From an optimization exercise on the open Yosys and OpenROAD flow, aimed at small area, a short achievable clock period and few clock cycles per item; shortcuts taken in it are not production practice. Where RTL was checked, it was by simulation tests only, not by an equivalence proof against the original. Function not checked in runs 1 to 3: the RTL went through the layout flow alone. Power and IR drop assume default switching activity.

==> flow/flow/run.sh <==
#!/bin/bash
# The standard layout, with plain buffers (not delay buffers) on the ports.
set -euo pipefail
export BUFFER_PORTS_ARGS="-buffer_cell sky130_fd_sc_hd__buf_2"
bash standard.sh > standard.log 2>&1
==> flow/standard.sh <==
#!/bin/bash
# synth_recipe.tcl (not shown) runs the flow's synth.tcl, then flattens the netlist and writes it again
# the make line also repeats each setting of config.mk as NAME=value (left out here)
make -C /OpenROAD-flow-scripts/flow DESIGN_CONFIG=/design/flow/config.mk WORK_HOME=/design/flow/orfs CLKGATE_MAP_FILE= SYNTH_SCRIPT=/design/flow/synth_recipe.tcl "${@:-finish}"
==> flow/config.mk <==
export PLATFORM = sky130hd
export DESIGN_NAME = audio_to_direct_recording_bits
export DESIGN_NICKNAME = audio_to_direct_recording_bits
export VERILOG_FILES = /design/flow/design.v
export SDC_FILE = /design/flow/constraint.sdc
export NUM_CORES = 4
export LEC_CHECK = 0
export CAP_MARGIN = 20
export CORE_MARGIN = 2
export CORE_UTILIZATION = 45
export CTS_CLUSTER_DIAMETER = 60
export CTS_CLUSTER_SIZE = 40
export SETUP_SLACK_MARGIN = 4.6
export SLEW_MARGIN = 20
==> flow/constraint.sdc <==
create_clock -name core_clock -period 9.0 [get_ports {clk_i}]
set_input_delay 1.8000 -clock core_clock [delete_from_list [all_inputs] [get_ports {clk_i}]]
set_output_delay 1.8000 -clock core_clock [all_outputs]
set_load 0.01 [all_outputs]
==> flow/design.v <==
package atdrb_pkg;
  localparam int unsigned CNT_W   = 9;
  localparam int unsigned TOTAL_W = 24;
  typedef logic [CNT_W-1:0]   cnt_t;
  typedef logic [TOTAL_W-1:0] total_t;
  typedef enum logic [1:0] {
    REG_THRESHOLD = 2'd0,
    REG_MODE      = 2'd1,
    REG_PERIOD    = 2'd2,
    REG_TSB       = 2'd3
  } reg_idx_e;
  typedef struct packed {
    logic level;
    logic last;
    logic clipped;
    cnt_t count;
  } pack_cmd_t;
endpackage
module atdrb_div (
  input  logic        clk_i,
  input  logic        rst_ni,
  input  logic        start_i,
  input  logic        dbl_i,
  input  logic [23:0] period_i,
  input  logic [15:0] divisor_i,
  output logic        busy_o,
  output logic        done_o,
  output logic [8:0]  a_o,
  output logic [23:0] b_o,
  output logic [16:0] hdiff_o
);
  logic        busy_q;
  logic [3:0]  cnt_q;
  logic [15:0] rem_q;
  logic [15:0] quo_q;
  logic [7:0]  low_q;
  logic [16:0] rem_sh;
  logic [16:0] diff;
  logic        ge;
  logic        sat;
  assign rem_sh = {rem_q, busy_q ? quo_q[15] : low_q[7]};
  assign diff   = rem_sh - {1'b0, divisor_i};
  assign ge     = !diff[16];
  assign sat    = quo_q[14:0] > 15'd252 || (quo_q[14:0] == 15'd252 && ge);
  always_ff @(posedge clk_i or negedge rst_ni) begin
    if (!rst_ni) begin
      busy_q <= 1'b0;
    end else if (start_i) begin
      busy_q <= 1'b1;
    end else if (busy_q && cnt_q == 4'd15) begin
      busy_q <= 1'b0;
    end
  end
  always_ff @(posedge clk_i) begin
    if (start_i) begin
      if (period_i[23:16] == 8'd0) begin
        cnt_q <= 4'd8;
        quo_q <= {period_i[15:8], 8'd0};
      end else begin
        cnt_q <= 4'd0;
        quo_q <= period_i[23:8];
      end
      rem_q <= '0;
      low_q <= period_i[7:0];
    end else if (busy_q || dbl_i) begin
      cnt_q <= cnt_q + 4'd1;
      rem_q <= ge ? diff[15:0] : rem_sh[15:0];
      if ((dbl_i || cnt_q == 4'd15) && sat) begin
        quo_q <= 16'd505;
      end else begin
        quo_q <= {quo_q[14:0], ge};
      end
      if (dbl_i) begin
        low_q <= {low_q[6:0], 1'b0};
      end
    end
  end
  assign busy_o = busy_q;
  assign done_o = busy_q && cnt_q == 4'd15;
  assign a_o    = quo_q[8:0];
  assign b_o    = {rem_q, low_q};
  assign hdiff_o = diff;
endmodule
module atdrb_packer (
  input  logic        clk_i,
  input  logic        rst_ni,
  input  logic        cmd_valid_i,
  input  logic        cmd_level_i,
  input  logic [8:0]  cmd_bits_i,
  input  logic        cmd_clip_i,
  input  logic        cmd_last_i,
  output logic        full_o,
  output logic        out_valid_o,
  input  logic        out_ready_i,
  output logic [7:0]  packed_byte_o,
  output logic [3:0]  valid_bits_o,
  output logic        final_byte_o,
  output logic [23:0] total_bytes_o,
  output logic        run_clipped_o
);
  logic        pv_q;
  logic        pl_q;
  logic [8:0]  pleft_q;
  logic        plast_q;
  logic        pclip_q;
  logic        kv_q;
  logic        kl_q;
  logic [8:0]  kbits_q;
  logic        klast_q;
  logic        kclip_q;
  logic [6:0]  acc_q;
  logic [2:0]  held_q;
  logic        ov_q;
  logic [7:0]  obyte_q;
  logic [3:0]  ovb_q;
  logic        ofinal_q;
  logic [23:0] ototal_q;
  logic        oclip_q;
  logic [3:0]  lo;
  logic [5:0]  hi;
  logic        c8;
  logic        hi_z;
  logic        full;
  logic        rem_lt8;
  logic        rem_z;
  logic [5:0]  rem_hi;
  logic        need_emit;
  logic        out_free;
  logic        emit;
  logic        pdone;
  logic        p_free;
  logic [6:0]  acc_d;
  logic [2:0]  held_d;
  logic [8:0]  pleft_d;
  logic [3:0]  lim;
  logic [7:0]  mask;
  logic [7:0]  e_byte;
  assign lo        = {1'b0, held_q} + {1'b0, pleft_q[2:0]};
  assign hi        = pleft_q[8:3];
  assign c8        = lo[3];
  assign hi_z      = hi == '0;
  assign full      = !hi_z || c8;
  assign rem_lt8   = c8 ? hi_z : hi == 6'd1;
  assign rem_z     = rem_lt8 && lo[2:0] == '0;
  assign rem_hi    = c8 ? hi : hi - 6'd1;
  assign need_emit = full || plast_q;
  assign out_free  = !ov_q || out_ready_i;
  assign emit      = pv_q && need_emit && out_free;
  assign lim       = full ? 4'd8 : lo;
  assign mask      = (8'hFF >> held_q) & ~(8'hFF >> lim);
  assign e_byte    = ({1'b0, acc_q} << (4'd8 - {1'b0, held_q})) | (pl_q ? mask : 8'h00);
  always_comb begin
    acc_d   = acc_q;
    held_d  = held_q;
    pleft_d = pleft_q;
    pdone   = 1'b0;
    if (pv_q) begin
      if (!need_emit) begin
        acc_d  = (acc_q << pleft_q[2:0]) | (pl_q ? ~(7'h7F << pleft_q[2:0]) : 7'h00);
        held_d = lo[2:0];
        pdone  = 1'b1;
      end else if (out_free) begin
        if (!full) begin
          held_d = '0;
          pdone  = 1'b1;
        end else begin
          acc_d   = {7{pl_q}};
          held_d  = lo[2:0];
          pleft_d = {rem_hi, 3'b000};
          pdone   = rem_lt8 && (!plast_q || rem_z);
        end
      end
    end
  end
  assign p_free = !pv_q || pdone;
  assign full_o = kv_q;
  always_ff @(posedge clk_i or negedge rst_ni) begin
    if (!rst_ni) begin
      pv_q     <= 1'b0;
      kv_q     <= 1'b0;
      held_q   <= '0;
      ov_q     <= 1'b0;
      ofinal_q <= 1'b1;
    end else begin
      held_q <= held_d;
      if (p_free) begin
        pv_q <= kv_q || cmd_valid_i;
        kv_q <= 1'b0;
      end else if (cmd_valid_i) begin
        kv_q <= 1'b1;
      end
      if (emit) begin
        ov_q     <= 1'b1;
        ofinal_q <= plast_q && (!full || rem_z);
      end else if (out_ready_i) begin
        ov_q <= 1'b0;
      end
    end
  end
  always_ff @(posedge clk_i) begin
    acc_q <= acc_d;
    if (p_free) begin
      pl_q    <= kv_q ? kl_q    : cmd_level_i;
      pleft_q <= kv_q ? kbits_q : cmd_bits_i;
      plast_q <= kv_q ? klast_q : cmd_last_i;
      pclip_q <= kv_q ? kclip_q : cmd_clip_i;
    end else begin
      pleft_q <= pleft_d;
    end
    if (!p_free && cmd_valid_i) begin
      kl_q    <= cmd_level_i;
      kbits_q <= cmd_bits_i;
      klast_q <= cmd_last_i;
      kclip_q <= cmd_clip_i;
    end
    if (emit) begin
      obyte_q  <= e_byte;
      ovb_q    <= lim;
      ototal_q <= ofinal_q ? 24'd1 : ototal_q + 24'd1;
      oclip_q  <= pclip_q;
    end
  end
  assign out_valid_o   = ov_q;
  assign packed_byte_o = obyte_q;
  assign valid_bits_o  = ovb_q;
  assign final_byte_o  = ofinal_q;
  assign total_bytes_o = ototal_q;
  assign run_clipped_o = oclip_q;
endmodule
module audio_to_direct_recording_bits (
  input  logic        clk_i,
  input  logic        rst_ni,
  input  logic        psel,
  input  logic        penable,
  input  logic        pwrite,
  input  logic [3:0]  paddr,
  input  logic [31:0] pwdata,
  output logic [31:0] prdata,
  output logic        pready,
  input  logic        in_valid_i,
  output logic        in_ready_o,
  input  logic [7:0]  sample_value_i,
  input  logic        is_last_i,
  output logic        out_valid_o,
  input  logic        out_ready_i,
  output logic [7:0]  packed_byte_o,
  output logic [3:0]  valid_bits_o,
  output logic        final_byte_o,
  output logic [23:0] total_bytes_o,
  output logic        run_clipped_o
);
  localparam logic [8:0]  Q_SAT   = 9'd505;
  localparam logic [23:0] RUN_MAX = 24'hFF_FFFE;   
  logic [7:0]  threshold_q;
  logic        mode_q;
  logic [23:0] period_q;
  logic [15:0] tsb_eff;            
  logic        tsb_zero_q;         
  logic        cfg_wr;
  assign pready  = 1'b1;
  assign cfg_wr  = psel && penable && pwrite;
  always_ff @(posedge clk_i or negedge rst_ni) begin
    if (!rst_ni) begin
      threshold_q <= 8'd127;
      mode_q      <= 1'b0;
      period_q    <= 24'd20317;
      tsb_eff     <= 16'd79;
      tsb_zero_q  <= 1'b0;
    end else if (cfg_wr) begin
      case (paddr[3:2])
        atdrb_pkg::REG_THRESHOLD: threshold_q <= pwdata[7:0];
        atdrb_pkg::REG_MODE:      mode_q      <= pwdata[0];
        atdrb_pkg::REG_PERIOD:    period_q    <= pwdata[23:0];
        atdrb_pkg::REG_TSB: begin
          tsb_eff    <= {pwdata[15:1], pwdata[0] || pwdata[15:0] == 16'd0};
          tsb_zero_q <= pwdata[15:0] == 16'd0;
        end
        default: ;
      endcase
    end
  end
  always_comb begin
    case (paddr[3:2])
      atdrb_pkg::REG_THRESHOLD: prdata = {24'd0, threshold_q};
      atdrb_pkg::REG_MODE:      prdata = {31'd0, mode_q};
      atdrb_pkg::REG_PERIOD:    prdata = {8'd0, period_q};
      atdrb_pkg::REG_TSB:       prdata = {16'd0, tsb_eff[15:1], tsb_eff[0] && !tsb_zero_q};
      default:                  prdata = '0;
    endcase
  end
  logic        dirty_q;
  logic        restore_q;
  logic        post_q;
  logic        rc_q;
  logic [4:0]  rc_cnt_q;
  logic        rc_end;
  logic        div_start;
  logic        div_busy;
  logic        div_done;
  logic [8:0]  step_a;
  logic [23:0] step_b;
  logic [16:0] half_diff;
  assign rc_end    = rc_q && rc_cnt_q == 5'd23;
  assign div_start = (dirty_q && !div_busy && !rc_init && !rc_q) || rc_end;
  atdrb_div u_div (
    .clk_i     (clk_i),
    .rst_ni    (rst_ni),
    .start_i   (div_start),
    .dbl_i     (rc_q),
    .period_i  (period_q),
    .divisor_i (tsb_eff),
    .busy_o    (div_busy),
    .done_o    (div_done),
    .a_o       (step_a),
    .b_o       (step_b),
    .hdiff_o   (half_diff)
  );
  logic        open_q, open_d;
  logic        lvl_q, lvl_d;
  logic [23:0] ext_q, ext_d;      
  logic [24:0] g_q, g_d;
  logic [8:0]  q_q, q_d;
  logic        defer_q, defer_d;
  logic        wrap;
  logic [24:0] g_new;
  logic [24:0] g_add;
  logic [9:0]  q_sum;
  logic [8:0]  q_step;
  assign wrap      = !g_q[24];
  assign g_new     = {half_diff[16], half_diff, step_b[6:0]};
  assign g_add     = g_q + {1'b0, step_b} - (wrap ? {1'b0, tsb_eff, 8'd0} : 25'd0);
  assign q_sum     = {1'b0, q_q} + {1'b0, step_a} + {9'd0, wrap};
  assign q_step    = (q_sum >= {1'b0, Q_SAT}) ? Q_SAT : q_sum[8:0];
  logic        s_v_q;
  logic        s_lvl_q;
  logic        s_last_q;
  logic        busy;
  logic        rc_init;
  logic        pk_full;
  logic        s_go;
  logic        take;
  assign rc_init    = post_q && !restore_q && open_q;
  assign busy       = dirty_q || div_busy || rc_init || rc_q;
  assign s_go       = s_v_q && !busy && !defer_q &&
                      (!pk_full || (mode_q && (!open_q || s_lvl_q == lvl_q)));
  assign in_ready_o = !s_v_q || s_go;
  assign take       = in_valid_i && in_ready_o;
  always_ff @(posedge clk_i or negedge rst_ni) begin
    if (!rst_ni) begin
      s_v_q <= 1'b0;
    end else begin
      s_v_q <= take || (s_v_q && !s_go);
    end
  end
  always_ff @(posedge clk_i) begin
    if (take) begin
      s_lvl_q  <= sample_value_i > threshold_q;
      s_last_q <= is_last_i;
    end
  end
  logic        cmd_valid;
  logic        cmd_level;
  logic [8:0]  cmd_q;
  logic        cmd_last;
  logic [8:0]  cmd_bits;
  logic        cmd_clip;
  always_comb begin
    open_d    = open_q;
    lvl_d     = lvl_q;
    ext_d     = ext_q;
    g_d       = g_q;
    q_d       = q_q;
    defer_d   = defer_q;
    cmd_valid = 1'b0;
    cmd_level = lvl_q;
    cmd_q     = q_step;
    cmd_last  = 1'b1;
    if (rc_init) begin
      g_d = g_new;
      q_d = '0;
    end else if (rc_q) begin
      if (ext_q[0]) begin
        g_d = g_add;
        q_d = q_step;
      end
      ext_d = {ext_q[0], ext_q[23:1]};
    end else if (defer_q) begin
      if (!pk_full) begin
        cmd_valid = 1'b1;
        open_d    = 1'b0;
        defer_d   = 1'b0;
      end
    end else if (s_go) begin
      cmd_last = s_last_q;
      if (!mode_q) begin
        cmd_valid = 1'b1;
        cmd_level = s_lvl_q;
        cmd_q     = 9'd1;
        if (s_last_q) open_d = 1'b0;
      end else if (!open_q) begin
        open_d  = 1'b1;
        lvl_d   = s_lvl_q;
        ext_d   = '0;
        g_d     = g_new;
        q_d     = '0;
        defer_d = s_last_q;
      end else if (s_lvl_q == lvl_q) begin
        if (ext_q != RUN_MAX) begin
          ext_d = ext_q + 24'd1;
          g_d   = g_add;
          q_d   = q_step;
        end
        defer_d = s_last_q;
      end else begin
        cmd_valid = 1'b1;
        if (s_last_q) begin
          open_d = 1'b0;
        end else begin
          lvl_d = s_lvl_q;
          ext_d = '0;
          g_d   = g_new;
          q_d   = '0;
        end
      end
    end
  end
  assign cmd_clip = cmd_q == Q_SAT;
  assign cmd_bits = {cmd_q[8:1], (cmd_q[0] && !cmd_clip) || cmd_q == '0};
  always_ff @(posedge clk_i or negedge rst_ni) begin
    if (!rst_ni) begin
      dirty_q   <= 1'b1;
      restore_q <= 1'b0;
      post_q    <= 1'b0;
      rc_q      <= 1'b0;
      open_q    <= 1'b0;
      defer_q   <= 1'b0;
    end else begin
      dirty_q   <= (cfg_wr && paddr[3]) || (dirty_q && !(div_start && !rc_q));
      post_q <= div_done;
      if (rc_init) begin
        rc_q <= 1'b1;
      end else if (rc_end) begin
        rc_q <= 1'b0;
      end
      if (rc_end) begin
        restore_q <= 1'b1;
      end else if (post_q) begin
        restore_q <= 1'b0;
      end
      open_q  <= open_d;
      defer_q <= defer_d;
    end
  end
  always_ff @(posedge clk_i) begin
    lvl_q <= lvl_d;
    ext_q <= ext_d;
    g_q   <= g_d;
    q_q   <= q_d;
    if (post_q) begin
      rc_cnt_q <= '0;
    end else if (rc_q) begin
      rc_cnt_q <= rc_cnt_q + 5'd1;
    end
  end
  atdrb_packer u_pack (
    .clk_i         (clk_i),
    .rst_ni        (rst_ni),
    .cmd_valid_i   (cmd_valid),
    .cmd_level_i   (cmd_level),
    .cmd_bits_i    (cmd_bits),
    .cmd_clip_i    (cmd_clip),
    .cmd_last_i    (cmd_last),
    .full_o        (pk_full),
    .out_valid_o   (out_valid_o),
    .out_ready_i   (out_ready_i),
    .packed_byte_o (packed_byte_o),
    .valid_bits_o  (valid_bits_o),
    .final_byte_o  (final_byte_o),
    .total_bytes_o (total_bytes_o),
    .run_clipped_o (run_clipped_o)
  );
endmodule
==> metrics.md, run 1 <==
| Metric | Value |
|---|---|
| Status | finished clean |
| Syn-to-layout area delta | 13.21% |
| RSZ-0062 raised after global routing | false |
| Total CTS buffers | 28 |
| CTS max path bufs | 3 |
| Clk_skew | 14.78 ps |
| Area share of the largest cell type after synthesis | 0.2888 |
| Post-synth ARST share | 0.2675 |
| Final core occ | 0.5182 |
| Hpwl dp | 25790 µm |
| Clock sinks | 243 |
| Die area | 35690 µm² |
| H-tree depth | 1 |
| CP Cell Sequence | buf_16 -> mux4_2 -> buf_6 |
| Syn_area_per_cell | 9.733 µm² |
| Synth warn | 3 |
| Cell area after synthesis | 15390 µm² |
| Largest net degree at the start of global routing | 66 |
| Met1 usage | 0.2772 |
| Ratio of cells with drive above 1 in the final layout | 0.1677 |
| Ports | 125 |
| Cells after Synth | 1581 |
| Die X | 188.9 µm |
| Fin. max-slew vios | 0 |
| Flops & latches, synth | 243 |
| Ant diodes | 0 |
| RePlAce Congestion | 0.8931 |
| Number of flops mapped to enable cells by yosys | 148 |
| Worst Hold Slack | 417.2 ps |
| Worst path slowest cell | mux4_2 |
| Routed WL | 35720 µm |
| Initial core utilization | 0.4577 |
| Netlist cell types | 76 |
| GRT Resource Usage Total | 0.2022 |
| GR Util met3 | 0.02836 |
| Kind of critical path | primary input to output pin |
| Crit-path max cell delay | 520 ps |
| Clock network latency to the later pin of the worst-skew pair | 560 ps |
| Final ANT Viol Nets | 0 |
| Power Dens Cells | 379.7 nW/µm² |
| Clock transition at the registers of the reported paths | 70 ps |
| Sequential cell area fraction in the yosys report | 0.4355 |
| Initial antenna violation count | 0 |
| Crit path time final | 4370 ps |
| Top post-synthesis cells by count | 155 x nand2_1, 151 x inv_1, 148 x edfxtp_1, 127 x nor2_1, 101 x o21ai_0 |
| 1st-pass router iterations | 5 |
| CTS tree | done |
| Max VDD drop | 0.0001875 V |
| GRT Max-Usage Layer | met2 |
| Worst Max-Slew Pin Slew | 1053 ps |
| CP max FO | 7 |
| Root buffer cell | clkbuf_16 |
| Port bufs | 105 |
| Vias in the first global route | 11630 |
| CP Capture Type | output pin |
| Dpl cells | 2088 |
| Part of the cycle the worst path needs | 0.4856 |
| Most common cell in the netlist | nand2_1 |
| First-pass GRT wire length | 59300 µm |
| Slew Limit Headroom | 0.2969 |
| Leading post-synthesis cells by cell area | edfxtp_1 29%, dfrtp_1 6.7%, ha_1 6.3%, dfstp_2 4.1%, dfxtp_1 3.9% |
| Static leakage | 7.392 nW |
| DR DRC count | 0 |
| Vert. Die Dim | 188.9 µm |
| Dominant cell type by area after synthesis | edfxtp_1 |
| Ys flop type | edfxtp_1 |
| Final non-filler cell total | 2147 |
| Via count | 11680 |
| Starting DRT DRC Count | 584 |
| Final setup viols | 0 |
| CP arrival | 2570 ps |
| Grt ovf | 0 |
| Max Fclk | 0.2288 GHz |
| Met2 Usage GRT | 0.3360 |
| Nets@finish | 1826 |
| Crit path launch type | primary input |
| Number of cell rows | 67 |
| Core area | 33620 µm² |
| Vias per cell | 5.441 |
| Final Hold Vio Count | 0 |
| Fin Setup TNS | 0 ps |
| Average wire per standard cell | 16.64 µm |
| Critical Path RT | 7200 ps |
| HP Class | flip-flop to flip-flop |
| Max Cap Viol | 0 |
## path summary, 6_finish.rpt
path | startpoint | end | slack [ps] | depth (start not counted)
max | paddr[2] | prdata[0] | 4630 | 3
min | u_pack.pclip_q$_DFFE_PN_ | u_pack.oclip_q$_DFFE_PP_ | 420 | 0
max reg2reg | tsb_eff[7]$_DFFE_PN0P_ | g_q[22]$_DFFE_PP_ | 5080 | 13
min reg2reg | u_pack.pclip_q$_DFFE_PN_ | u_pack.oclip_q$_DFFE_PP_ | 420 | 0
max in group asynchronous | rst_ni | u_pack.pv_q$_DFFE_PN0N_ | 6970 | 2
min in group asynchronous | rst_ni | period_q[23]$_DFFE_PN0P_ | 1440 | 2
## worst max-delay path: cells and delay by family
family | cells | cell delay [ps]
multiplexers | 1 | 520
buffers and inverters | 2 | 250
## kinds of logic (layout without fill, tap and decap cells)
family,after synthesis,count (layout),synth area share
multiplexers,99,99,0.07278
buffers and inverters,219,330,0.05659
AND/OR/NAND/NOR,503,503,0.1569
other,2,9,0.0004881
AO/OA/AOI/OAI,326,326,0.1367
XOR/XNOR,92,92,0.05237
flip-flops,243,243,0.4355
adder cells (fa/ha/maj),97,97,0.08863
## layer usage
metal / routed length [µm] / share of wire
met1: 16800 / 0.47
met4: 858 / 0.024
met5: 0 / 0
met2: 16350 / 0.46
met3: 1702 / 0.048
## cells in the final DEF, fill, tap and decap left out, types with 5 or more instances in the layout
master	instances
fa_1	20
edfxtp_1	148
a21o_1	25
nand3_1	30
xor2_1	50
nand2b_1	14
a31oi_1	9
dfxtp_1	30
or2_2	6
a21oi_1	65
ha_1	77
o21a_1	12
o22ai_1	11
o21ai_0	101
o31ai_1	10
dfstp_2	24
a211o_1	11
and2_1	18
buf_4	19
dfrtp_1	41
and3_1	27
conb_1	9
nand2_1	155
xnor2_1	42
mux2_2	51
mux2i_1	41
nor2b_1	24
inv_6	10
a211oi_1	20
clkbuf_16	29
o211ai_1	7
and4_1	5
nor4_1	13
nor2_1	125
nand4_1	24
buf_2	102
inv_1	151
nor3_1	37
clkinv_8	5
a22o_1	8
## registers in the layout, indices dropped and copies added (netlist names), 3 cells and up
signal / cells
ext_q: 24
g_q: 25
period_q: 24
q_q: 9
rc_cnt_q: 5
threshold_q: 8
tsb_eff: 16
u_div.cnt_q: 4
u_div.low_q: 8
u_div.quo_q: 16
u_div.rem_q: 16
u_pack.acc_q: 7
u_pack.held_q: 3
u_pack.kbits_q: 9
u_pack.obyte_q: 8
u_pack.ototal_q: 24
u_pack.ovb_q: 4
u_pack.pleft_q: 9
## power breakdown
| part | internal, W | switching, W |
|---|---|---|
| combinational | 0.00144 | 0.00201 |
| clock | 0.000630 | 0.000548 |
| sequential | 0.00170 | 0.000290 |
| total | 0.00376 | 0.00285 |
## per-stage QoR
step	setup slack [ps]	power, W	instance area [µm²]
global placement	4178	0.005354	16320
finish	4630	0.006615	17420
detailed placement	4156	0.005414	16330
floorplan	4634	0.004573	15420
CTS	4603	0.006642	17380
global route	4606	0.007169	17420
## repair_timing
action / 4_1_cts / 5_1_grt
gates resized for setup: 10 / 4
setup buffers: 3 / 3
pin swaps: 0 / 0
endpoints found under the setup margin: 26 / 16
hold buffers: 0 / 0
gates cloned: 1 / 0
## layout make-up
cell class / count / area (µm²)
Fill cell: 3114 / 16200
Multi-Input combinational cell: 1126 / 7884
Sequential cell: 243 / 6701
Clock buffer: 32 / 747.0
Timing Repair Buffer: 125 / 739.5
Inverter: 153 / 574.3
Tap cell: 448 / 560.5
Clock inverter: 20 / 214.0
==> inputs of run 2 (changes only) <==
--- a/flow/config.mk
+++ b/flow/config.mk
@@ -9,6 +9,6 @@
 export CORE_MARGIN = 2
 export CORE_UTILIZATION = 45
 export CTS_CLUSTER_DIAMETER = 60
-export CTS_CLUSTER_SIZE = 40
+export CTS_CLUSTER_SIZE = 30
 export SETUP_SLACK_MARGIN = 4.6
 export SLEW_MARGIN = 20
==> metrics.md, run 2 <==
| Metric | Value |
|---|---|
| Clock network latency to the later pin of the worst-skew pair | 560 ps (about the same) |
| Dominant cell type by area after synthesis | edfxtp_1 (unchanged) |
| Final Hold Vio Count | 0 (unchanged) |
| Crit path time final | 4370 ps (unchanged) |
| Tot Pwr | 0.006615 W (unchanged) |
| Worst Reg-to-Reg Cells | 13 (unchanged) |
| CTS hold repair buffers | 0 (unchanged) |
| Clock transition at the registers of the reported paths | 70 ps (about the same) |
| H-tree depth | 1 (unchanged) |
| DR DRC count | 0 (unchanged) |
| CP Capture Type | output pin (unchanged) |
| Root buffer cell | clkbuf_16 (unchanged) |
| First-pass GRT wire length | 59300 µm (unchanged) |
| Status | finished clean (unchanged) |
| R2R Path Start | tsb_eff[7]$_DFFE_PN0P_ (unchanged) |
| Fin Setup TNS | 0 ps (unchanged) |
| RSZ-0062 raised after global routing | false (unchanged) |
| Top reg by flops | g_q (unchanged) |
| Static leakage | 7.392 nW (unchanged) |
| Hpwl dp | 25790 µm (unchanged) |
| Max Fclk | 0.2288 GHz (unchanged) |
| Critical Path RT | 7200 ps (about the same) |
| Core area | 33620 µm² (unchanged) |
| Ant diodes | 0 (unchanged) |
| Grt ovf | 0 (unchanged) |
| Routed WL | 35720 µm (unchanged) |
| Top post-synthesis cells by count | 155 x nand2_1, 151 x inv_1, 148 x edfxtp_1, 127 x nor2_1, 101 x o21ai_0 (unchanged) |
| Leading post-synthesis cells by cell area | edfxtp_1 29%, dfrtp_1 6.7%, ha_1 6.3%, dfstp_2 4.1%, dfxtp_1 3.9% (unchanged) |
| GRT Resource Usage Total | 0.2022 (unchanged) |
| Synth warn | 3 (unchanged) |
| Vias in the first global route | 11630 (unchanged) |
| Total CTS buffers | 28 (unchanged) |
| Syn_area_per_cell | 9.733 µm² (unchanged) |
| Number of cell rows | 67 (unchanged) |
| Number of flops mapped to enable cells by yosys | 148 (unchanged) |
| Final core occ | 0.5182 (unchanged) |
| Clock sinks | 243 (unchanged) |
| Largest net degree at the start of global routing | 66 (unchanged) |
| Die X | 188.9 µm (unchanged) |
| Ports | 125 (unchanged) |
| Fin. max-slew vios | 0 (unchanged) |
| Most frequent cells in the layout | 155 x nand2_1, 151 x inv_1, 148 x edfxtp_1 (unchanged) |
| CTS tree | done (unchanged) |
| Syn-to-layout area delta | 13.21% (unchanged) |
| CP arrival | 2570 ps (about the same) |
| Final ANT Viol Nets | 0 (unchanged) |
| Port bufs | 105 (unchanged) |
| Final setup viols | 0 (unchanged) |
| 1st-pass router iterations | 5 (unchanged) |
| Nets@finish | 1826 (unchanged) |
| Average wire per standard cell | 16.64 µm (unchanged) |
| Max reg flops | 25 (unchanged) |
| Power Dens Cells | 379.7 nW/µm² (unchanged) |
| Flops & latches, synth | 243 (unchanged) |
| Vert. Die Dim | 188.9 µm (unchanged) |
| Part of the cycle the worst path needs | 0.4856 (unchanged) |
| CP max FO | 7 (unchanged) |
| Ratio of cells with drive above 1 in the final layout | 0.1677 (unchanged) |
| Netlist cell types | 76 (unchanged) |
| Crit. Startpoint | paddr[2] (unchanged) |
| CTS max path bufs | 3 (unchanged) |
| Initial core utilization | 0.4577 (unchanged) |
| Most common cell after layout, fill and taps aside | nand2_1 (unchanged) |
| Clk_skew | 14.78 ps (unchanged) |
| Ys flop type | edfxtp_1 (unchanged) |
| Cells after Synth | 1581 (unchanged) |
| Sequential cell area fraction in the yosys report | 0.4355 (unchanged) |
| Via count | 11680 (unchanged) |
| Max Cap Viol | 0 (unchanged) |
| Kind of critical path | primary input to output pin (unchanged) |
| Starting DRT DRC Count | 584 (unchanged) |
| Vias per cell | 5.441 (unchanged) |
| Most common cell in the netlist | nand2_1 (unchanged) |
| Fill cells | 3114 (unchanged) |
| HP Class | flip-flop to flip-flop (unchanged) |
| Area share of the largest cell type after synthesis | 0.2888 (unchanged) |
| Hold Crit Start | u_pack.pclip_q$_DFFE_PN_ (unchanged) |
| Crit path launch type | primary input (unchanged) |
| Die area | 35690 µm² (unchanged) |
| Post-synth ARST share | 0.2675 (unchanged) |
| Slew Limit Headroom | 0.2969 (unchanged) |
| Worst Max-Slew Pin Slew | 1053 ps (unchanged) |
| Worst hold path depth | 0 (unchanged) |
| RePlAce Congestion | 0.8931 (unchanged) |
| Cell area after synthesis | 15390 µm² (unchanged) |
| Max VDD drop | 0.0001875 V (unchanged) |
| Initial antenna violation count | 0 (unchanged) |
run 2: what timing repair did:
item	CTS	global route
cloned	1	0
endpoints found under the setup margin	26	16
pin swaps	0	0
setup buffers	3	3
resized for setup	10	4
run 2: cell type report:
class	count	area, µm²	area share
Inverter	153	574.3	0.03297
Timing Repair Buffer	125	739.5	0.04245
Sequential cell	243	6701	0.3847
Multi-Input combinational cell	1126	7884	0.4526
Tap cell	448	560.5	0.03218
Clock buffer	32	747.0	0.04288
Clock inverter	20	214.0	0.01228
run 2: power breakdown:
group          switching [W]  internal, W  total [W]
Sequential          0.000290      0.00170    0.00199
Combinational        0.00201      0.00144    0.00345
Clock               0.000548     0.000630    0.00118
run 2: metrics by stage:
stage	worst slack [ps]	hold slack, ps	instances	instance area (µm²)
after floorplan	4634	400.3	1588	15420
after global placement	4178	402.8	2088	16320
after detailed placement	4156	413.5	2088	16330
after CTS	4603	422.3	2144	17380
after global routing	4606	434.8	2147	17420
final	4630	417.2	2147	17420
run 2: worst paths after layout:
kind / endpoint / slack (ps)
hold reg to reg: u_pack.oclip_q$_DFFE_PP_ / 420
setup reg to reg: g_q[22]$_DFFE_PP_ / 5080
hold / removal: u_pack.oclip_q$_DFFE_PP_ / 420
setup / recovery: prdata[0] / 4630
max in group asynchronous: u_pack.pv_q$_DFFE_PN0N_ / 6970
min in group asynchronous: period_q[23]$_DFFE_PN0P_ / 1440
run 2: kinds of logic (layout without fill, tap and decap cells):
kind of cell	count (synthesis)	in the layout	synth area share
buf+inv	219	330	0.05659
xor+xnor	92	92	0.05237
mux	99	99	0.07278
simple gates	503	503	0.1569
compound gates	326	326	0.1367
flops	243	243	0.4355
other cells	2	9	0.0004881
fa+ha+maj	97	97	0.08863
run 2: routing by layer:
metal	global-route usage	share of wire	vias to the layer above
li1	-	-	5792
met1	0.2772	0.47	5558
met2	0.3360	0.46	266
met3	0.02836	0.048	66
met4	0.05529	0.024	0
met5	0	0	-
run 2: worst max-delay path, stage by stage:
cell	delay, ps
buf_16	110
mux4_2	520
buf_6	140
==> inputs of run 3 (changes only) <==
--- a/flow/config.mk
+++ b/flow/config.mk
@@ -8,7 +8,7 @@
 export CAP_MARGIN = 20
 export CORE_MARGIN = 2
 export CORE_UTILIZATION = 45
-export CTS_CLUSTER_DIAMETER = 60
-export CTS_CLUSTER_SIZE = 30
+export CTS_CLUSTER_DIAMETER = 70
+export CTS_CLUSTER_SIZE = 36
 export SETUP_SLACK_MARGIN = 4.6
 export SLEW_MARGIN = 20
==> metrics.md, run 3 <==
| Metric | Value |
|---|---|
| Status | finished clean (unchanged) |
| Worst Reg-to-Reg Cells | 13 (unchanged) |
| Cells after Synth | 1581 (unchanged) |
| Clock share of power | 0.150 (was 0.178) |
| Number of flops mapped to enable cells by yosys | 148 (unchanged) |
| Crit-path max cell delay | 520 ps (about the same) |
| Synth Area in Adders | 0.08863 (unchanged) |
| Grt ovf | 0 (unchanged) |
| Fin Setup TNS | 0 ps (unchanged) |
| Routed WL | 35460 µm (was 35720 µm) |
| Kind of critical path | primary input to output pin (unchanged) |
| Flops & latches, synth | 243 (unchanged) |
| Static leakage | 7.272 nW (was 7.392 nW) |
| Post-synth ARST share | 0.2675 (unchanged) |
| Final ANT Viol Nets | 0 (unchanged) |
| Fin. max-slew vios | 0 (unchanged) |
| Logic pwr share | 0.539 (was 0.521) |
| RSZ-0062 raised after global routing | false (unchanged) |
| CTS max path bufs | 3 (unchanged) |
| H-tree depth | 1 (unchanged) |
| Max Cap Viol | 0 (unchanged) |
| Synth Area in Simple Gates | 0.1569 (unchanged) |
| Main combinational cell family by area after synthesis | simple AND/OR/NAND/NOR gates (unchanged) |
| Crit path time final | 4355 ps (was 4370 ps) |
| Sequential Power Share | 0.311 (was 0.301) |
| CP Cell Sequence | buf_16 -> mux4_2 -> buf_6 (unchanged) |
| Power Dens Cells | 371.5 nW/µm² (was 379.7 nW/µm²) |
| Cell area after synthesis | 15390 µm² (unchanged) |
| Core area | 33620 µm² (unchanged) |
| Vias in the first global route | 11430 (was 11630) |
| R2R Path Start | tsb_eff[7]$_DFFE_PN0P_ (unchanged) |
| DR DRC count | 0 (unchanged) |
| Vert. Die Dim | 188.9 µm (unchanged) |
| Number of cell rows | 67 (unchanged) |
| Clk_skew | 16.83 ps (was 14.78 ps) |
| Ratio of cells with drive above 1 in the final layout | 0.1613 (was 0.1677) |
| Max reg flops | 25 (unchanged) |
| Syn-to-layout area delta | 11.59% (was 13.21%) |
| Critical Path End | prdata[0] (unchanged) |
| Initial core utilization | 0.4577 (unchanged) |
| HP Class | flip-flop to flip-flop (unchanged) |
| Syn_area_per_cell | 9.733 µm² (unchanged) |
| Leading post-synthesis cells by cell area | edfxtp_1 29%, dfrtp_1 6.7%, ha_1 6.3%, dfstp_2 4.1%, dfxtp_1 3.9% (unchanged) |
| Clock sinks | 243 (unchanged) |
| Part of the cycle the worst path needs | 0.4839 (was 0.4856) |
| Worst Max-Slew Pin Slew | 1052 ps (was 1053 ps) |
| Ports | 125 (unchanged) |
| Top reg by flops | g_q (unchanged) |
| Net Sw Power | 0.002784 W (was 0.002851 W) |
| Mux cell area share after synthesis | 0.07278 (unchanged) |
| Most frequent cells in the layout | 155 x nand2_1, 151 x inv_1, 148 x edfxtp_1 (unchanged) |
| Via count | 11600 (was 11680) |
| Port bufs | 105 (unchanged) |
| Synth Area in Compound Gates | 0.1367 (unchanged) |
| Sequential cell area fraction in the yosys report | 0.4355 (unchanged) |
| Worst path slowest cell | mux4_2 (unchanged) |
| Final Hold Vio Count | 0 (unchanged) |
| Dominant cell type by area after synthesis | edfxtp_1 (unchanged) |
| Critical Path RT | 7200 ps (about the same) |
| Slew Limit Headroom | 0.2975 (was 0.2969) |
| Crit path launch type | primary input (unchanged) |
| Max VDD drop | 0.0001951 V (was 0.0001875 V) |
| CTS hold repair buffers | 0 (unchanged) |
| Synth Area in XOR/XNOR | 0.05237 (unchanged) |
| Hpwl dp | 25790 µm (unchanged) |
| Nets@finish | 1820 (was 1826) |
| CP arrival | 2560 ps (was 2570 ps) |
| Fill cells | 3119 (was 3114) |
| 1st-pass router iterations | 7 (was 5) |
| Die area | 35690 µm² (unchanged) |
| Average wire per standard cell | 16.62 µm (was 16.64 µm) |
| Top delay family on crit path | multiplexers (unchanged) |
| CP Capture Type | output pin (unchanged) |
| Int Pwr | 0.003595 W (was 0.003764 W) |
| Reg-to-reg slack, setup | 5030 ps (was 5080 ps) |
| Most common cell after layout, fill and taps aside | nand2_1 (unchanged) |
| CP max FO | 5 (was 7) |
| Switching share of total power | 0.4364 (was 0.4310) |
| Root buffer cell | clkbuf_16 (unchanged) |
| Largest net degree at the start of global routing | 66 (unchanged) |
| Clock network latency to the later pin of the worst-skew pair | 530 ps (was 560 ps) |
| Instance count on the critical path | 3 (unchanged) |
| Final core occ | 0.5108 (was 0.5182) |
| Most common cell in the netlist | nand2_1 (unchanged) |
| Buffers plus inverters on the worst setup path | 2 (unchanged) |
| Total CTS buffers | 21 (was 28) |
| First-pass GRT wire length | 58680 µm (was 59300 µm) |
| Starting DRT DRC Count | 631 (was 584) |
| Ant diodes | 0 (unchanged) |
| FF-to-FF End | g_q[22]$_DFFE_PP_ (unchanged) |
| RePlAce Congestion | 0.8931 (unchanged) |
| Crit. Startpoint | paddr[2] (unchanged) |
| Area share of the largest cell type after synthesis | 0.2888 (unchanged) |
| Top post-synthesis cells by count | 155 x nand2_1, 151 x inv_1, 148 x edfxtp_1, 127 x nor2_1, 101 x o21ai_0 (unchanged) |
| Netlist cell types | 76 (unchanged) |
| Vias per cell | 5.433 (was 5.441) |
| Clock transition at the registers of the reported paths | 90 ps (was 70 ps) |
| Final setup viols | 0 (unchanged) |
| Synth warn | 3 (unchanged) |
| Max Fclk | 0.2296 GHz (was 0.2288 GHz) |
| GRT Resource Usage Total | 0.2003 (was 0.2022) |
| CTS tree | done (unchanged) |
| Ys flop type | edfxtp_1 (unchanged) |
| Die X | 188.9 µm (unchanged) |
| Initial antenna violation count | 0 (unchanged) |
## run 3: cell counts after synthesis
No cell type changed its count.
## run 3: cell type report
| class | count | area [µm²] | share of cell area |
|---|---|---|---|
| Multi-Input combinational cell | 1127 | 7893 | 0.4597 |
| Sequential cell | 243 | 6701 | 0.3903 |
| Timing Repair Buffer | 125 | 739.5 | 0.04307 |
| Inverter | 153 | 574.3 | 0.03345 |
| Tap cell | 448 | 560.5 | 0.03265 |
| Clock buffer | 23 | 533.0 | 0.03104 |
| Clock inverter | 15 | 168.9 | 0.009838 |
## run 3: routing by layer
metal	track usage	up-vias	wire [µm]
met5	0	-	0
met4	0.05138	0	780
met3	0.02706	49	1704
met2	0.3333	276	16360
met1	0.2762	5497	16620
li1	-	5773	-
## run 3: stage by stage
step	hold WS, ps	std cells	setup slack (ps)	instance area [µm²]	total power [W]
5_1_grt	451.4	2134	4617	17170	0.006941
3_3_place_gp	402.8	2088	4178	16320	0.005354
3_5_place_dp	413.5	2088	4156	16330	0.005414
4_1_cts	436.4	2130	4603	17120	0.006412
2_1_floorplan	400.3	1588	4634	15420	0.004573
6_report	435.9	2134	4645	17170	0.006378
## run 3: power groups by stage
stage                     registers (W)  clock network [W]  logic, W
after floorplan                 0.00191                  0   0.00267
after global placement          0.00200                  0   0.00335
after detailed placement        0.00202                  0   0.00340
after CTS                       0.00198           0.000982   0.00345
after global routing            0.00204            0.00102   0.00388
final                           0.00199           0.000955   0.00344
## run 3: kinds of logic after synthesis
family | after synthesis
AND/OR/NAND/NOR | 503
XOR/XNOR | 92
buffers and inverters | 219
AO/OA/AOI/OAI | 326
multiplexers | 99
flip-flops | 243
adder cells (fa/ha/maj) | 97
other | 2
## run 3: what timing repair did
action                                  4_1_cts  5_1_grt
resized for setup                            10        4
gates cloned                                  1        1
pin swaps                                     0        0
hold endpoints to repair                      0        0
setup buffers                                 3        3
endpoints found under the setup margin       26       15
## run 3: worst min-delay path by stage
stage                                  start                       end  slack (ps)  depth (start not counted)
global placement    u_pack.pclip_q$_DFFE_PN_  u_pack.oclip_q$_DFFE_PP_         400                          0
floorplan           u_pack.pclip_q$_DFFE_PN_  u_pack.oclip_q$_DFFE_PP_         400                          0
detailed placement  u_pack.pclip_q$_DFFE_PN_  u_pack.oclip_q$_DFFE_PP_         410                          0
global route        u_pack.pclip_q$_DFFE_PN_  u_pack.oclip_q$_DFFE_PP_         450                          0
CTS                 u_pack.pclip_q$_DFFE_PN_  u_pack.oclip_q$_DFFE_PP_         440                          0
finish              u_pack.pclip_q$_DFFE_PN_  u_pack.oclip_q$_DFFE_PP_         440                          0
==> inputs of run 4 (changes only) <==
--- a/flow/design.v
+++ b/flow/design.v
@@ -27,7 +27,8 @@
   output logic        done_o,
   output logic [8:0]  a_o,
   output logic [23:0] b_o,
-  output logic [16:0] hdiff_o
+  output logic [16:0] hdiff_o,
+  output logic [3:0]  cnt_o
 );
   logic        busy_q;
   logic [3:0]  cnt_q;
@@ -80,6 +81,7 @@
   assign a_o    = quo_q[8:0];
   assign b_o    = {rem_q, low_q};
   assign hdiff_o = diff;
+  assign cnt_o   = cnt_q;
 endmodule
 module atdrb_packer (
   input  logic        clk_i,
@@ -292,7 +294,8 @@
   logic        restore_q;
   logic        post_q;
   logic        rc_q;
-  logic [4:0]  rc_cnt_q;
+  logic        rc_hi_q;            
+  logic [3:0]  div_cnt;
   logic        rc_end;
   logic        div_start;
   logic        div_busy;
@@ -300,7 +303,7 @@
   logic [8:0]  step_a;
   logic [23:0] step_b;
   logic [16:0] half_diff;
-  assign rc_end    = rc_q && rc_cnt_q == 5'd23;
+  assign rc_end    = rc_q && rc_hi_q && div_cnt == 4'd7;
   assign div_start = (dirty_q && !div_busy && !rc_init && !rc_q) || rc_end;
   atdrb_div u_div (
     .clk_i     (clk_i),
@@ -313,7 +316,8 @@
     .done_o    (div_done),
     .a_o       (step_a),
     .b_o       (step_b),
-    .hdiff_o   (half_diff)
+    .hdiff_o   (half_diff),
+    .cnt_o     (div_cnt)
   );
   logic        open_q, open_d;
   logic        lvl_q, lvl_d;
@@ -457,9 +461,9 @@
     g_q   <= g_d;
     q_q   <= q_d;
     if (post_q) begin
-      rc_cnt_q <= '0;
-    end else if (rc_q) begin
-      rc_cnt_q <= rc_cnt_q + 5'd1;
+      rc_hi_q <= 1'b0;
+    end else if (rc_q && div_cnt == 4'd15) begin
+      rc_hi_q <= 1'b1;
     end
   end
   atdrb_packer u_pack (
--- a/flow/config.mk
+++ b/flow/config.mk
@@ -7,7 +7,7 @@
 export LEC_CHECK = 0
 export CAP_MARGIN = 20
 export CORE_MARGIN = 2
-export CORE_UTILIZATION = 45
+export CORE_UTILIZATION = 60
 export CTS_CLUSTER_DIAMETER = 70
 export CTS_CLUSTER_SIZE = 36
 export SETUP_SLACK_MARGIN = 4.6
==> metrics.md, run 4 <==
| Metric | Value |
|---|---|
| Cells after Synth | 1578 (was 1581) |
| Switching share of total power | 0.4490 (was 0.4364) |
| Syn_area_per_cell | 9.603 µm² (was 9.733 µm²) |
| Die area | 26540 µm² (was 35690 µm²) |
| Sequential Power Share | 0.295 (was 0.311) |
| RSZ-0062 raised after global routing | false (unchanged) |
| Clock share of power | 0.112 (was 0.150) |
| Vias per cell | 5.777 (was 5.433) |
| Part of the cycle the worst path needs | 0.4848 (was 0.4839) |
| Power Dens Cells | 439.6 nW/µm² (was 371.5 nW/µm²) |
| CP Capture Type | output pin (unchanged) |
| Worst Max-Slew Pin Slew | 1098 ps (was 1052 ps) |
| Synth warn | 3 (unchanged) |
| Int Pwr | 0.004027 W (was 0.003595 W) |
| Total CTS buffers | 17 (was 21) |
| Critical Path RT | 7200 ps (about the same) |
| Flops & latches, synth | 239 (was 243) |
| Syn-to-layout area delta | 9.702% (was 11.59%) |
| Post-synth ARST share | 0.2720 (was 0.2675) |
| Fin Setup TNS | 0 ps (unchanged) |
| Leading post-synthesis cells by cell area | edfxtp_1 29%, dfrtp_1 6.8%, ha_1 6.3%, nand2_1 4.2%, dfstp_2 4.2% (was edfxtp_1 29%, dfrtp_1 6.7%, ha_1 6.3%, dfstp_2 4.1%, dfxtp_1 3.9%) |
| Most frequent cells in the layout | 170 x nand2_1, 148 x edfxtp_1, 142 x inv_1 (was 155 x nand2_1, 151 x inv_1, 148 x edfxtp_1) |
| Crit-path max cell delay | 230 ps (was 520 ps) |
| Via count | 11550 (was 11600) |
| Largest net degree at the start of global routing | 66 (unchanged) |
| Slew Limit Headroom | 0.2660 (was 0.2975) |
| CTS hold repair buffers | 0 (unchanged) |
| Port bufs | 105 (unchanged) |
| Max Cap Viol | 0 (unchanged) |
| Final setup viols | 0 (unchanged) |
| HP Class | flip-flop to flip-flop (unchanged) |
| Top reg by flops | g_q (unchanged) |
| Clock network latency to the later pin of the worst-skew pair | 520 ps (was 530 ps) |
| Initial core utilization | 0.6070 (was 0.4577) |
| Most common cell after layout, fill and taps aside | nand2_1 (unchanged) |
| Worst hold path depth | 2 (was 0) |
| Crit path launch type | primary input (unchanged) |
| Area share of the largest cell type after synthesis | 0.2933 (was 0.2888) |
| Max Fclk | 0.2292 GHz (was 0.2296 GHz) |
| CP arrival | 2560 ps (about the same) |
| Final core occ | 0.6659 (was 0.5108) |
| Ant diodes | 0 (unchanged) |
| R2R Path Start | u_div.busy_q$_DFFE_PN0P_ (was tsb_eff[7]$_DFFE_PN0P_) |
| Clock transition at the registers of the reported paths | 80 ps (was 90 ps) |
| First-pass GRT wire length | 56530 µm (was 58680 µm) |
| Static leakage | 7.032 nW (was 7.272 nW) |
| Vert. Die Dim | 162.9 µm (was 188.9 µm) |
| H-tree depth | 1 (unchanged) |
| Kind of critical path | primary input to output pin (unchanged) |
| Initial antenna violation count | 0 (unchanged) |
| Logic pwr share | 0.593 (was 0.539) |
| Dominant cell type by area after synthesis | edfxtp_1 (unchanged) |
| Max reg flops | 25 (unchanged) |
| Min-Delay Endpoint | q_q[7]$_SDFFE_PP0P_ (was u_pack.oclip_q$_DFFE_PP_) |
| Final ANT Viol Nets | 0 (unchanged) |
| Reg-to-reg slack, setup | 4850 ps (was 5030 ps) |
| Ys flop type | edfxtp_1 (unchanged) |
| CTS tree | done (unchanged) |
| Net Sw Power | 0.003281 W (was 0.002784 W) |
| Hold Crit Start | q_q[7]$_SDFFE_PP0P_ (was u_pack.pclip_q$_DFFE_PN_) |
| Status | finished clean (unchanged) |
| RePlAce Congestion | 0.8983 (was 0.8931) |
| Root buffer cell | clkbuf_16 (unchanged) |
| Max VDD drop | 0.0002744 V (was 0.0001951 V) |
| Buffers plus inverters on the worst setup path | 2 (unchanged) |
| Worst Reg-to-Reg Cells | 13 (unchanged) |
| Die X | 162.9 µm (was 188.9 µm) |
| Crit path time final | 4363 ps (was 4355 ps) |
| CTS max path bufs | 3 (unchanged) |
| Number of cell rows | 58 (was 67) |
| Worst path slowest cell | and2_4 (was mux4_2) |
| DR DRC count | 0 (unchanged) |
| Most common cell in the netlist | nand2_1 (unchanged) |
| Fin. max-slew vios | 0 (unchanged) |
| GRT Resource Usage Total | 0.2624 (was 0.2003) |
| Vias in the first global route | 11180 (was 11430) |
| Sequential cell area fraction in the yosys report | 0.4370 (was 0.4355) |
| Starting DRT DRC Count | 834 (was 631) |
| Nets@finish | 1806 (was 1820) |
| Clk_skew | 30.26 ps (was 16.83 ps) |
| Top post-synthesis cells by count | 170 x nand2_1, 148 x edfxtp_1, 142 x inv_1, 129 x nor2_1, 98 x o21ai_0 (was 155 x nand2_1, 151 x inv_1, 148 x edfxtp_1, 127 x nor2_1, 101 x o21ai_0) |
| Top delay family on crit path | buffers and inverters (was multiplexers) |
| Ratio of cells with drive above 1 in the final layout | 0.1516 (was 0.1613) |
| CP Cell Sequence | buf_8 -> and2_4 -> nand2_1 -> o21ai_0 -> buf_2 (was buf_16 -> mux4_2 -> buf_6) |
| CP max FO | 23 (was 5) |
| Grt ovf | 0 (unchanged) |
| Routed WL | 34570 µm (was 35460 µm) |
| Hpwl dp | 24820 µm (was 25790 µm) |
| 1st-pass router iterations | 5 (was 7) |
| Netlist cell types | 77 (was 76) |
| Core area | 24960 µm² (was 33620 µm²) |
| Average wire per standard cell | 17.29 µm (was 16.62 µm) |
| FF-to-FF End | u_div.quo_q[15]$_DFFE_PP_ (was g_q[22]$_DFFE_PP_) |
| Cell area after synthesis | 15150 µm² (was 15390 µm²) |
| Clock sinks | 239 (was 243) |
| Ports | 125 (unchanged) |
| Final Hold Vio Count | 0 (unchanged) |
| Number of flops mapped to enable cells by yosys | 148 (unchanged) |
-- run 4: cell count changes in the layout (fill, tap and decap cells not counted), sizes merged, moves of 9 or more --
| cell | delta |
|---|---|
| o22ai | -10 |
| xnor2 | +10 |
| a211o | -10 |
| nand3 | +14 |
| nand2 | +15 |
| o21ai | +22 |
| inv | -12 |
| xor2 | -9 |
-- run 4: layer usage --
metal | global-route usage | part of all wire
met4 | 0.06838 | 0.023
met5 | 0 | 0
met2 | 0.4447 | 0.47
met1 | 0.3620 | 0.46
met3 | 0.02827 | 0.042
-- run 4: worst max path at each step --
| stage | startpoint | end | cells after the start |
|---|---|---|---|
| 6_report | paddr[3] | prdata[7] | 5 |
| 5_1_grt | paddr[3] | prdata[5] | 5 |
| 4_1_cts | paddr[3] | prdata[7] | 5 |
| 3_5_place_dp | paddr[3] | prdata[17] | 4 |
| 3_3_place_gp | paddr[2] | prdata[0] | 3 |
| 2_1_floorplan | paddr[2] | prdata[0] | 2 |
-- run 4: area by class of cell --
class / instances / area [µm²]
Sequential cell: 239 / 6621
Clock buffer: 20 / 446.7
Tap cell: 330 / 412.9
Inverter: 145 / 544.3
Fill cell: 2054 / 8341
Timing Repair Buffer: 121 / 729.5
Multi-Input combinational cell: 1134 / 7759
Clock inverter: 10 / 110.1
-- run 4: what timing repair did --
| item | in CTS | in global routing |
|---|---|---|
| resized for setup | 12 | 1 |
| cloned | 1 | 1 |
| buffers inserted | 1 | 3 |
| setup endpoints to repair | 24 | 16 |
-- run 4: tightest hold or removal path: cells and delay by family (launching register included) --
family	cells	cell delay [ps]
simple gates	1	50
compound gates	1	50
flops	1	320
-- run 4: per-stage QoR --
stage	hold WS [ps]	total power, W	instance area (µm²)	std cells	setup slack, ps
5_1_grt	483.1	0.007968	16620	1999	4601
3_3_place_gp	447.6	0.006316	15920	1962	4219
6_report	460.2	0.007307	16620	1999	4637
4_1_cts	463.9	0.007287	16570	1994	4609
2_1_floorplan	400.3	0.005463	15180	1585	4634
3_5_place_dp	449.4	0.006430	15920	1962	4158
-- run 4: logic make-up after synthesis --
family          count (synthesis)  share of synthesized area
simple gates                  525                     0.1656
compound gates                315                     0.1284
flops                         239                     0.4370
buf+inv                       213                    0.05532
fa+ha+maj                      96                    0.08917
mux                            95                    0.07027
xor+xnor                       93                    0.05375
other cells                     2                  0.0004956
-- run 4: power groups by stage --
stage          Combinational, W  Clock (W)  Sequential [W]
3_3_place_gp            0.00414          0         0.00217
4_1_cts                 0.00429   0.000833         0.00216
3_5_place_dp            0.00424          0         0.00219
2_1_floorplan           0.00341          0         0.00205
5_1_grt                 0.00490   0.000867         0.00221
6_report                0.00434   0.000818         0.00215
Testbench counts of run 4, summed over its fixed seeds: cycles 20,164, samples 19,200.
==> inputs of run 5 (changes only) <==
--- a/flow/config.mk
+++ b/flow/config.mk
@@ -7,7 +7,7 @@
 export LEC_CHECK = 0
 export CAP_MARGIN = 20
 export CORE_MARGIN = 2
-export CORE_UTILIZATION = 60
+export CORE_UTILIZATION = 45
 export CTS_CLUSTER_DIAMETER = 70
 export CTS_CLUSTER_SIZE = 36
 export SETUP_SLACK_MARGIN = 4.6
==> metrics.md, run 5 <==
| Metric | Value |
|---|---|
| Status | finished clean (unchanged) |
| Netlist cell types | 77 (unchanged) |
| Post-synth ARST share | 0.2720 (unchanged) |
| Tot Pwr | 0.007479 W (was 0.007307 W) |
| Ratio of cells with drive above 1 in the final layout | 0.1532 (was 0.1516) |
| Nets@finish | 1805 (was 1806) |
| Fill cells | 3120 (was 2054) |
| Ports | 125 (unchanged) |
| Die X | 187.5 µm (was 162.9 µm) |
| Ys flop type | edfxtp_1 (unchanged) |
| Max Cap Viol | 0 (unchanged) |
| Most common cell after layout, fill and taps aside | nand2_1 (unchanged) |
| Synth warn | 3 (unchanged) |
| Instance count on the critical path | 3 (was 5) |
| Clock transition at the registers of the reported paths | 90 ps (was 80 ps) |
| Max VDD drop | 0.0003422 V (was 0.0002744 V) |
| CP Capture Type | output pin (unchanged) |
| Cell area after synthesis | 15150 µm² (unchanged) |
| Worst hold path depth | 0 (was 2) |
| H-tree depth | 1 (unchanged) |
| CP max FO | 21 (was 23) |
| Slew Limit Headroom | 0.3203 (was 0.2660) |
| Final instance area | 16950 µm² (was 16620 µm²) |
| Hpwl dp | 24690 µm (was 24820 µm) |
| Worst path slowest cell | mux4_2 (was and2_4) |
| Crit path time final | 4433 ps (was 4363 ps) |
| Buffers plus inverters on the worst setup path | 2 (unchanged) |
| Largest net degree at the start of global routing | 66 (unchanged) |
| Routed WL | 33920 µm (was 34570 µm) |
| Initial antenna violation count | 0 (unchanged) |
| Port bufs | 105 (unchanged) |
| Dominant cell type by area after synthesis | edfxtp_1 (unchanged) |
| Core area | 33360 µm² (was 24960 µm²) |
| Crit path launch type | primary input (unchanged) |
| Syn_area_per_cell | 9.603 µm² (unchanged) |
| CTS max path bufs | 3 (unchanged) |
| Fin Setup TNS | 0 ps (unchanged) |
| First-pass GRT wire length | 56790 µm (was 56530 µm) |
| Most frequent cells in the layout | 170 x nand2_1, 148 x edfxtp_1, 142 x inv_1 (unchanged) |
| Sequential cell area fraction in the yosys report | 0.4370 (unchanged) |
| Average wire per standard cell | 16.01 µm (was 17.29 µm) |
| RSZ-0062 raised after global routing | true (was false) |
| Total CTS buffers | 20 (was 17) |
| Clock sinks | 239 (unchanged) |
| Root buffer cell | clkbuf_16 (unchanged) |
| 1st-pass router iterations | 5 (unchanged) |
| Vias in the first global route | 11490 (was 11180) |
| Final ANT Viol Nets | 0 (unchanged) |
| Top post-synthesis cells by count | 170 x nand2_1, 148 x edfxtp_1, 142 x inv_1, 129 x nor2_1, 98 x o21ai_0 (unchanged) |
| CTS tree | done (unchanged) |
| Top delay family on crit path | multiplexers (was buffers and inverters) |
| Worst Reg-to-Reg Cells | 12 (was 13) |
| Cells after Synth | 1578 (unchanged) |
| CTS hold repair buffers | 0 (unchanged) |
| Kind of critical path | primary input to output pin (unchanged) |
| Number of cell rows | 67 (was 58) |
| Clock network latency to the later pin of the worst-skew pair | 530 ps (was 520 ps) |
| Worst Max-Slew Pin Slew | 1012 ps (was 1098 ps) |
| Area after DPL | 16050 µm² (was 15920 µm²) |
| HP Class | flip-flop to flip-flop (unchanged) |
| Final setup viols | 0 (unchanged) |
| Ant diodes | 0 (unchanged) |
| Number of flops mapped to enable cells by yosys | 148 (unchanged) |
| Vias per cell | 5.337 (was 5.777) |
| Most common cell in the netlist | nand2_1 (unchanged) |
| Syn-to-layout area delta | 11.82% (was 9.702%) |
| Fin. max-slew vios | 0 (unchanged) |
| CP Cell Sequence | buf_16 -> mux4_2 -> buf_2 (was buf_8 -> and2_4 -> nand2_1 -> o21ai_0 -> buf_2) |
| Final Hold Vio Count | 0 (unchanged) |
| CP arrival | 2630 ps (was 2560 ps) |
| Critical Path RT | 7200 ps (about the same) |
| Area share of the largest cell type after synthesis | 0.2933 (unchanged) |
| Via count | 11310 (was 11550) |
| RePlAce Congestion | 0.8545 (was 0.8983) |
| Max reg flops | 25 (unchanged) |
| Leading post-synthesis cells by cell area | edfxtp_1 29%, dfrtp_1 6.8%, ha_1 6.3%, nand2_1 4.2%, dfstp_2 4.2% (unchanged) |
| DR DRC count | 0 (unchanged) |
| Crit-path max cell delay | 520 ps (was 230 ps) |
| Part of the cycle the worst path needs | 0.4925 (was 0.4848) |
| Static leakage | 7.108 nW (was 7.032 nW) |
| Grt ovf | 0 (unchanged) |
| GRT Resource Usage Total | 0.1939 (was 0.2624) |
| Starting DRT DRC Count | 547 (was 834) |
| Flops & latches, synth | 239 (unchanged) |
| Top reg by flops | g_q (unchanged) |
| Power Dens Cells | 441.4 nW/µm² (was 439.6 nW/µm²) |
| Vert. Die Dim | 187.5 µm (was 162.9 µm) |
| Initial core utilization | 0.4542 (was 0.6070) |
| Max Fclk | 0.2256 GHz (was 0.2292 GHz) |
| Clk_skew | 26.02 ps (was 30.26 ps) |
| Die area | 35160 µm² (was 26540 µm²) |
[run 5: cell counts after synthesis]
Identical to the previous run, type by type.
[run 5: final timing paths]
check                                      endpoint                     start  slack, ps
max reg2reg                       g_q[24]$_DFFE_PP_    tsb_eff[1]$_DFFE_PN1P_       4920
min reg2reg                u_pack.oclip_q$_DFFE_PP_  u_pack.pclip_q$_DFFE_PN_        430
max                                       prdata[0]                  paddr[2]       4570
min                        u_pack.oclip_q$_DFFE_PP_  u_pack.pclip_q$_DFFE_PN_        430
max in group asynchronous    tsb_eff[5]$_DFFE_PN0P_                    rst_ni       6990
min in group asynchronous   u_pack.ov_q$_DFFE_PN0P_                    rst_ni       1380
[run 5: area by class of cell]
type | instances | area [µm²] | share of cell area
repair buffers | 118 | 690.7 | 0.04076
clock buffers | 22 | 529.3 | 0.03123
well taps | 448 | 560.5 | 0.03308
multi-input cells | 1133 | 7750 | 0.4574
flip-flops and latches | 239 | 6621 | 0.3908
clock inverters | 14 | 249.0 | 0.01469
inverters | 145 | 544.3 | 0.03212
[run 5: routing by layer]
| metal | GRT usage | routed length (µm) | vias up |
|---|---|---|---|
| met3 | 0.01946 | 970 | 47 |
| met5 | 0 | 0 | - |
| met4 | 0.05572 | 946 | 0 |
| met1 | 0.2523 | 15460 | 5399 |
| met2 | 0.3434 | 16540 | 175 |
| li1 | - | - | 5688 |
[run 5: repair_timing]
| action | in CTS | in global routing |
|---|---|---|
| gates resized for setup | 9 | 3 |
| pin swaps | 0 | 0 |
| endpoints found under the setup margin | 24 | 10 |
| setup buffers | 0 | 4 |
[run 5: kinds of logic (layout without fill, tap and decap cells)]
logic type | count (synthesis) | in the layout | share of synthesized area
other cells | 2 | 9 | 0.0004956
compound gates | 315 | 315 | 0.1284
flops | 239 | 239 | 0.4370
fa+ha+maj | 96 | 96 | 0.08917
mux | 95 | 95 | 0.07027
buf+inv | 213 | 299 | 0.05532
xor+xnor | 93 | 93 | 0.05375
simple gates | 525 | 525 | 0.1656
[run 5: per-stage QoR]
| step | instances | worst slack (ps) | utilization | hold WS (ps) |
|---|---|---|---|---|
| after detailed placement | 2078 | 4214 | 0.4812 | 407.1 |
| after floorplan | 1585 | 4634 | - | 400.3 |
| after global routing | 2119 | 4546 | 0.5079 | 445.8 |
| final | 2119 | 4567 | 0.5079 | 427.8 |
| after CTS | 2114 | 4556 | 0.5054 | 429.1 |
| after global placement | 2078 | 4221 | 0.4812 | 403.5 |
[run 5: power breakdown]
part           switching [W]  leakage [nW]  total (W)  internal [W]
Clock               0.000510         0.376    0.00102      0.000509
Combinational        0.00250          4.32    0.00432       0.00183
Sequential          0.000327          2.41    0.00214       0.00181
Total                0.00333          7.11    0.00748       0.00415
[run 5: worst reg2reg max path, cell delays in order, from the launching register on]
cell       delay (ps)
dfstp_2           610
inv_1              80
nor2_1            140
fa_1              420
inv_1              70
ha_1              280
a21o_1            190
o311ai_1          630
o21ai_1           310
a41oi_1           420
a2111oi_0         230
o21a_1            210
o31a_1            260
==> inputs of run 6 (changes only) <==
--- a/flow/design.v
+++ b/flow/design.v
@@ -150,7 +150,7 @@
   assign emit      = pv_q && need_emit && out_free;
   assign lim       = full ? 4'd8 : lo;
   assign mask      = (8'hFF >> held_q) & ~(8'hFF >> lim);
-  assign e_byte    = ({1'b0, acc_q} << (4'd8 - {1'b0, held_q})) | (pl_q ? mask : 8'h00);
+  assign e_byte    = ({acc_q, 1'b0} & ~(8'hFF >> held_q)) | (pl_q ? mask : 8'h00);
   always_comb begin
     acc_d   = acc_q;
     held_d  = held_q;
@@ -158,7 +158,7 @@
     pdone   = 1'b0;
     if (pv_q) begin
       if (!need_emit) begin
-        acc_d  = (acc_q << pleft_q[2:0]) | (pl_q ? ~(7'h7F << pleft_q[2:0]) : 7'h00);
+        acc_d  = e_byte[7:1];
         held_d = lo[2:0];
         pdone  = 1'b1;
       end else if (out_free) begin
@@ -166,7 +166,7 @@
           held_d = '0;
           pdone  = 1'b1;
         end else begin
-          acc_d   = {7{pl_q}};
+          acc_d   = {7{pl_q}};   
           held_d  = lo[2:0];
           pleft_d = {rem_hi, 3'b000};
           pdone   = rem_lt8 && (!plast_q || rem_z);
--- a/flow/config.mk
+++ b/flow/config.mk
@@ -7,8 +7,8 @@
 export LEC_CHECK = 0
 export CAP_MARGIN = 20
 export CORE_MARGIN = 2
-export CORE_UTILIZATION = 45
+export CORE_UTILIZATION = 60
 export CTS_CLUSTER_DIAMETER = 70
 export CTS_CLUSTER_SIZE = 36
-export SETUP_SLACK_MARGIN = 4.6
+export SETUP_SLACK_MARGIN = 4.8
 export SLEW_MARGIN = 20
==> metrics.md, run 6 <==
| Metric | Value |
|---|---|
| GRT Resource Usage Total | 0.2540 (was 0.1939) |
| DR DRC count | 0 (unchanged) |
| Most frequent cells in the layout | 149 x inv_1, 148 x edfxtp_1, 136 x nand2_1 (was 170 x nand2_1, 148 x edfxtp_1, 142 x inv_1) |
| Port bufs | 105 (unchanged) |
| RePlAce Congestion | 0.8386 (was 0.8545) |
| Dominant cell type by area after synthesis | edfxtp_1 (unchanged) |
| Syn-to-layout area delta | 11.30% (was 11.82%) |
| Status | finished clean (unchanged) |
| Syn_area_per_cell | 9.785 µm² (was 9.603 µm²) |
| Flops & latches, synth | 239 (unchanged) |
| R2R Path Start | tsb_eff[1]$_DFFE_PN1P_ (unchanged) |
| CP max FO | 6 (was 21) |
| Dpl cells | 1896 (was 2078) |
| Starting DRT DRC Count | 867 (was 547) |
| Max VDD drop | 0.0004396 V (was 0.0003422 V) |
| Critical Path RT | 7200 ps (about the same) |
| Most common cell after layout, fill and taps aside | inv_1 (was nand2_1) |
| First-pass GRT wire length | 54120 µm (was 56790 µm) |
| Top post-synthesis cells by count | 150 x inv_1, 148 x edfxtp_1, 139 x nand2_1, 120 x o21ai_0, 107 x nor2_1 (was 170 x nand2_1, 148 x edfxtp_1, 142 x inv_1, 129 x nor2_1, 98 x o21ai_0) |
| Vert. Die Dim | 160.9 µm (was 187.5 µm) |
| Crit. Startpoint | paddr[3] (was paddr[2]) |
| 1st-pass router iterations | 6 (was 5) |
| Clock share of power | 0.114 (was 0.136) |
| HP Class | flip-flop to flip-flop (unchanged) |
| Synth warn | 3 (unchanged) |
| Via count | 11120 (was 11310) |
| Final setup viols | 0 (unchanged) |
| Die area | 25880 µm² (was 35160 µm²) |
| Kind of critical path | primary input to output pin (unchanged) |
| Final core occ | 0.6778 (was 0.5079) |
| Hold Crit Start | u_pack.pclip_q$_DFFE_PN_ (unchanged) |
| Netlist cell types | 78 (was 77) |
| Die X | 160.9 µm (was 187.5 µm) |
| Crit path time final | 4378 ps (was 4433 ps) |
run 6: cell type report:
class	count	area (µm²)	share of cell area
timing repair buffer	132	865.8	0.05268
tap	324	405.4	0.02467
inverter	150	563.0	0.03426
clock inverter	11	148.9	0.009060
clock buffer	17	425.4	0.02589
sequential	239	6621	0.4029
multi-input combinational	1068	7405	0.4506
run 6: per-layer routing:
metal	vias up	track usage	wire [µm]
met5	-	0	0
met2	247	0.4465	16110
met4	0	0.06534	596
li1	5511	-	-
met1	5331	0.3356	14600
met3	35	0.03073	1459
run 6: final timing paths:
check / endpoint / slack [ps] / cells after the start
setup / recovery: prdata[0] / 4620 / 3
hold / removal: u_pack.oclip_q$_DFFE_PP_ / 430 / 0
setup reg to reg: g_q[19]$_DFFE_PP_ / 5190 / 13
hold reg to reg: u_pack.oclip_q$_DFFE_PP_ / 430 / 0
max in group asynchronous: tsb_eff[4]$_DFFE_PN0P_ / 6930 / 2
min in group asynchronous: period_q[18]$_DFFE_PN0P_ / 1450 / 2
run 6: timing repair:
| action | CTS | global route |
|---|---|---|
| hold endpoints to repair | 0 | 0 |
| hold buffers | 0 | 0 |
| pin swaps | 9 | 5 |
| gates cloned | 2 | 0 |
| setup endpoints to repair | 24 | 21 |
| resized for setup | 18 | 12 |
| setup buffers | 7 | 8 |
run 6: logic make-up after synthesis:
| logic type | count (synthesis) | synth area share |
|---|---|---|
| other | 2 | 0.0005086 |
| buffers and inverters | 209 | 0.05593 |
| adders and majority gates | 92 | 0.08813 |
| DFF | 239 | 0.4484 |
| and+or+nand+nor | 470 | 0.1544 |
| AOI/OAI and AO/OA | 320 | 0.1338 |
| xor gates and xnor gates | 82 | 0.04915 |
| muxes | 95 | 0.06965 |
run 6: critical path, stage by stage:
cell    delay (ps)
buf_16         100
mux4_2         530
buf_6          150
run 6: per-stage QoR:
| step | area (µm²) | total power, W | hold WS, ps |
|---|---|---|---|
| finish | 16430 | 0.007212 | 429.5 |
| floorplan | 14840 | 0.005365 | 400.3 |
| global route | 16430 | 0.007859 | 451.2 |
| CTS | 16320 | 0.007194 | 430.1 |
| detailed placement | 15560 | 0.006330 | 413.8 |
| global placement | 15560 | 0.006199 | 414.3 |
run 6: power groups by stage:
stage | Sequential (W) | Combinational (W) | Clock, W
floorplan | 0.00208 | 0.00329 | 0
global placement | 0.00219 | 0.00401 | 0
detailed placement | 0.00220 | 0.00413 | 0
CTS | 0.00218 | 0.00417 | 0.000842
global route | 0.00222 | 0.00476 | 0.000879
finish | 0.00217 | 0.00422 | 0.000826
Testbench counts of run 6, summed over its fixed seeds: cycles 20,164, samples 19,200.

Check on run 6: ideal ports give 4.622 ns setup slack; a clkbuf_16 on the clock port and buf_2 on the inputs give 4.516 ns; moving port delays by the midpoint clock arrival (0.545 ns) as well gives 4.516 ns.
